What follows belongs to an exercise in optimizing a design on an open flow for small area; a production flow would make more cautious choices. In this exercise RTL edits were held to simulation tests only and were not proved equivalent to the original. Power and IR drop assume default switching activity.

==> flow/design.v <==
package uart_cmd_pkg;
    localparam int CLK_FREQ     = 50_000_000;
    localparam int BAUD_RATE    = 3_125_000;
    localparam int CLKS_PER_BIT = CLK_FREQ / BAUD_RATE;     
    localparam int PAYLOAD_BITS = 8;
    localparam int ADDR_BITS    = 7;
    localparam int MEM_DEPTH    = 1 << ADDR_BITS;
    localparam int CLK_CNT_BITS = $clog2(CLKS_PER_BIT);
    localparam int BIT_CNT_BITS = $clog2(PAYLOAD_BITS);
    typedef logic [PAYLOAD_BITS-1:0] byte_t;
    typedef logic [ADDR_BITS-1:0]    addr_t;
    typedef enum logic {
        OP_READ  = 1'b0,
        OP_WRITE = 1'b1
    } opcode_e;
    typedef enum logic [2:0] {
        RX_IDLE, RX_START, RX_DATA, RX_PARITY, RX_STOP
    } rx_state_e;
    typedef enum logic [2:0] {
        TX_IDLE, TX_START, TX_DATA, TX_PARITY, TX_STOP
    } tx_state_e;
endpackage
`timescale 1ns/1ps
module uart_cmd_slave (
    input  logic clk,
    input  logic rst_n,
    input  logic rx,
    output logic tx
);
    localparam logic [3:0] RS_IDLE  = 4'd13;
    localparam logic [3:0] RS_START = 4'd8;
    localparam logic [3:0] RS_STOP  = 4'd14;
    logic [3:0] rs;
    logic [3:0] rclk;
    logic       byte_valid;
    logic [7:0] rx_byte;
    logic       r_tick;
    logic       r_last;
    assign r_tick = rclk == 4'd15;
    assign r_last = rs == 4'd0 && r_tick;      
    always_ff @(posedge clk or negedge rst_n) begin
        if (!rst_n) begin
            rs         <= RS_IDLE;
            rclk       <= '0;
            byte_valid <= 1'b0;
        end else begin
            byte_valid <= 1'b0;
            rclk       <= rclk + 1'b1;
            if (rs == RS_IDLE) begin
                rclk <= 4'd8;
                if (!rx) rs <= RS_START;
            end else if (r_tick) begin
                rs <= (rs == RS_START && rx) ? RS_IDLE : rs - 1'b1;
                if (rs == RS_STOP) byte_valid <= 1'b1;
            end
        end
    end
    always_ff @(posedge clk) begin
        if (!rs[3] && r_tick) rx_byte <= {rx_byte[6:0], rx};
    end
    logic data_pending;
    logic rd_cmd;
    logic wr_cmd;
    logic rd_valid;
    always_ff @(posedge clk or negedge rst_n) begin
        if (!rst_n) begin
            data_pending <= 1'b0;
            rd_cmd       <= 1'b0;
            wr_cmd       <= 1'b0;
            rd_valid     <= 1'b0;
        end else begin
            rd_cmd   <= byte_valid && !data_pending && !rx_byte[7];
            wr_cmd   <= byte_valid && data_pending;
            rd_valid <= rd_cmd;
            if (byte_valid) data_pending <= !data_pending && rx_byte[7];
        end
    end
    logic [6:0] addr;
    always_ff @(posedge clk) begin
        if (r_last && !data_pending) addr <= {rx_byte[5:0], rx};
    end
    logic [6:0] ph;
    logic [6:0] naddr;
    logic       wp;           
    logic       m32, m64, m128;
    logic [1:0] sel32;
    logic       sel64;
    logic [7:0] cap;          
    logic       cap_en;
    assign naddr  = ~addr;
    assign m32    = ph[4:0] == naddr[4:0];
    assign m64    = m32 && ph[5] == naddr[5];
    assign m128   = m64 && ph[6] == naddr[6];
    assign sel32  = naddr[6:5] - ph[6:5];
    assign sel64  = naddr[6] ^ ph[6];
    assign cap_en = !wr_cmd && !wp;
    always_ff @(posedge clk) begin
        ph <= ph + 1'b1;
    end
    always_ff @(posedge clk) begin
        if (wr_cmd) wp <= 1'b1;
        else if (m128) wp <= 1'b0;
    end
    for (genvar k = 0; k < 8; k++) begin : g_ring
        logic [127:0] ring;
        logic         t;       
        logic         m;       
        logic         c;
        always_ff @(posedge clk) begin
            ring <= {ring[126:0], (wp && m128) ? cap[k] : ring[127]};
        end
        if (k == 7) begin : g_t4
            always_comb begin
                case (sel32)
                    2'd0:    t = ring[127];
                    2'd1:    t = ring[95];
                    2'd2:    t = ring[63];
                    default: t = ring[31];
                endcase
            end
            assign m = m32;
        end else if (k >= 3) begin : g_t2
            assign t = sel64 ? ring[63] : ring[127];
            assign m = m64;
        end else begin : g_t1
            assign t = ring[127];
            assign m = m128;
        end
        always_ff @(posedge clk) begin
            if (byte_valid && data_pending) c <= rx_byte[k];
            else if (cap_en && m) c <= t;
        end
        assign cap[k] = c;
    end
    localparam logic [3:0] TS_IDLE = 4'd12;
    logic [3:0] ts;
    logic [3:0] tclk;
    logic       t_end;
    logic       par;
    assign t_end = tclk == 4'd15;
    always_ff @(posedge clk or negedge rst_n) begin
        if (!rst_n) begin
            ts   <= TS_IDLE;
            tclk <= '0;
            tx   <= 1'b1;
        end else begin
            tclk <= tclk + 1'b1;
            if (ts == TS_IDLE) begin
                tclk <= '0;
                if (rd_valid) begin
                    tx <= 1'b0;
                    ts <= 4'd7;
                end
            end else if (t_end) begin
                ts <= ts - 1'b1;
                if (!ts[3])           tx <= cap[ts[2:0]];
                else if (ts == 4'd15) tx <= par;
                else                  tx <= 1'b1;
            end
        end
    end
    always_ff @(posedge clk) begin
        if (ts == TS_IDLE) par <= 1'b0;
        else if (t_end && !ts[3]) par <= par ^ cap[ts[2:0]];
    end
endmodule
export LEC_CHECK = 0
export CAP_MARGIN = 20
export CORE_MARGIN = 2
export CORE_UTILIZATION = 40
export SLEW_MARGIN = 20
create_clock -name core_clock -period 20.0 [get_ports {clk}]
standard.sh (not shown) runs the stock make flow with config.mk's settings and CLKGATE_MAP_FILE= SYNTH_SCRIPT=/design/flow/synth_recipe.tcl, a recipe that flattens the netlist after the stock synthesis.
==> flow/flow/run.sh <==
#!/bin/bash
# Standard layout, with the clock tree built from clkbuf_8 buffers in clusters of at
# most 20 sinks and no dummy loads.
set -euo pipefail
bash standard.sh finish \
  "CTS_ARGS=-sink_clustering_enable -repair_clock_nets -dont_use_dummy_load -buf_list sky130_fd_sc_hd__clkbuf_8 -sink_clustering_size 20 -sink_clustering_max_diameter 60" \
  > make_finish.log 2>&1
Change:
--- a/flow/design.v
+++ b/flow/design.v
@@ -44,16 +44,21 @@
             rclk       <= '0;
             byte_valid <= 1'b0;
         end else begin
             byte_valid <= 1'b0;
             rclk       <= rclk + 1'b1;
             if (rs == RS_IDLE) begin
-                rclk <= 4'd8;
+                rclk <= '0;
                 if (!rx) rs <= RS_START;
+            end else if (rs == RS_START) begin
+                if (rclk == 4'd7) begin
+                    rclk <= '0;
+                    rs   <= rx ? RS_IDLE : 4'd7;
+                end
             end else if (r_tick) begin
-                rs <= (rs == RS_START && rx) ? RS_IDLE : rs - 1'b1;
+                rs <= rs - 1'b1;
                 if (rs == RS_STOP) byte_valid <= 1'b1;
             end
         end
     end
     always_ff @(posedge clk) begin
         if (!rs[3] && r_tick) rx_byte <= {rx_byte[6:0], rx};
Effect: Total power is higher by 3.5%. Area after synthesis rose by 0.51%. Routed wire length is higher by 2.0%. Via count climbs by 1.9%. Worst setup slack improved by 0.059 ns. Clock skew went up by 0.034 ns. Die area grows by 0.50%. Worst hold slack is worse by 0.041 ns. Core utilization goes down by 0.37 points. Global-route usage climbs by 0.35 points. Clock power rises by 4.0%. Sequential power barely changes.

[what the ideal ports hide]
The flow's constraints put no driver on any port. The routed layouts listed below were extracted and timed again, unchanged, in two steps. Step 1 sets driving cells, clkbuf_16 on the clock port and buf_2 on the other inputs (assumed; they add their load-dependent delay and slew). Step 2 adds t to the input delays and takes it off the output delays; t is the mean of the earliest and latest rising clock arrival at the registers after step 1. Input paths then give back, and output paths get back, about the clock's delay inside the block. a / b / c = ideal ports / drivers / drivers and shift; a / b = the first two.
run	t (ns)	slack for setup (ns)	worst register clock-pin slew, ns
the first run	0.707	14.145 / 14.092 / 14.798	0.12 / 0.12
the second run	0.659	14.203 / 14.154 / 14.773	0.11 / 0.11
After both steps every run listed still meets setup and hold.
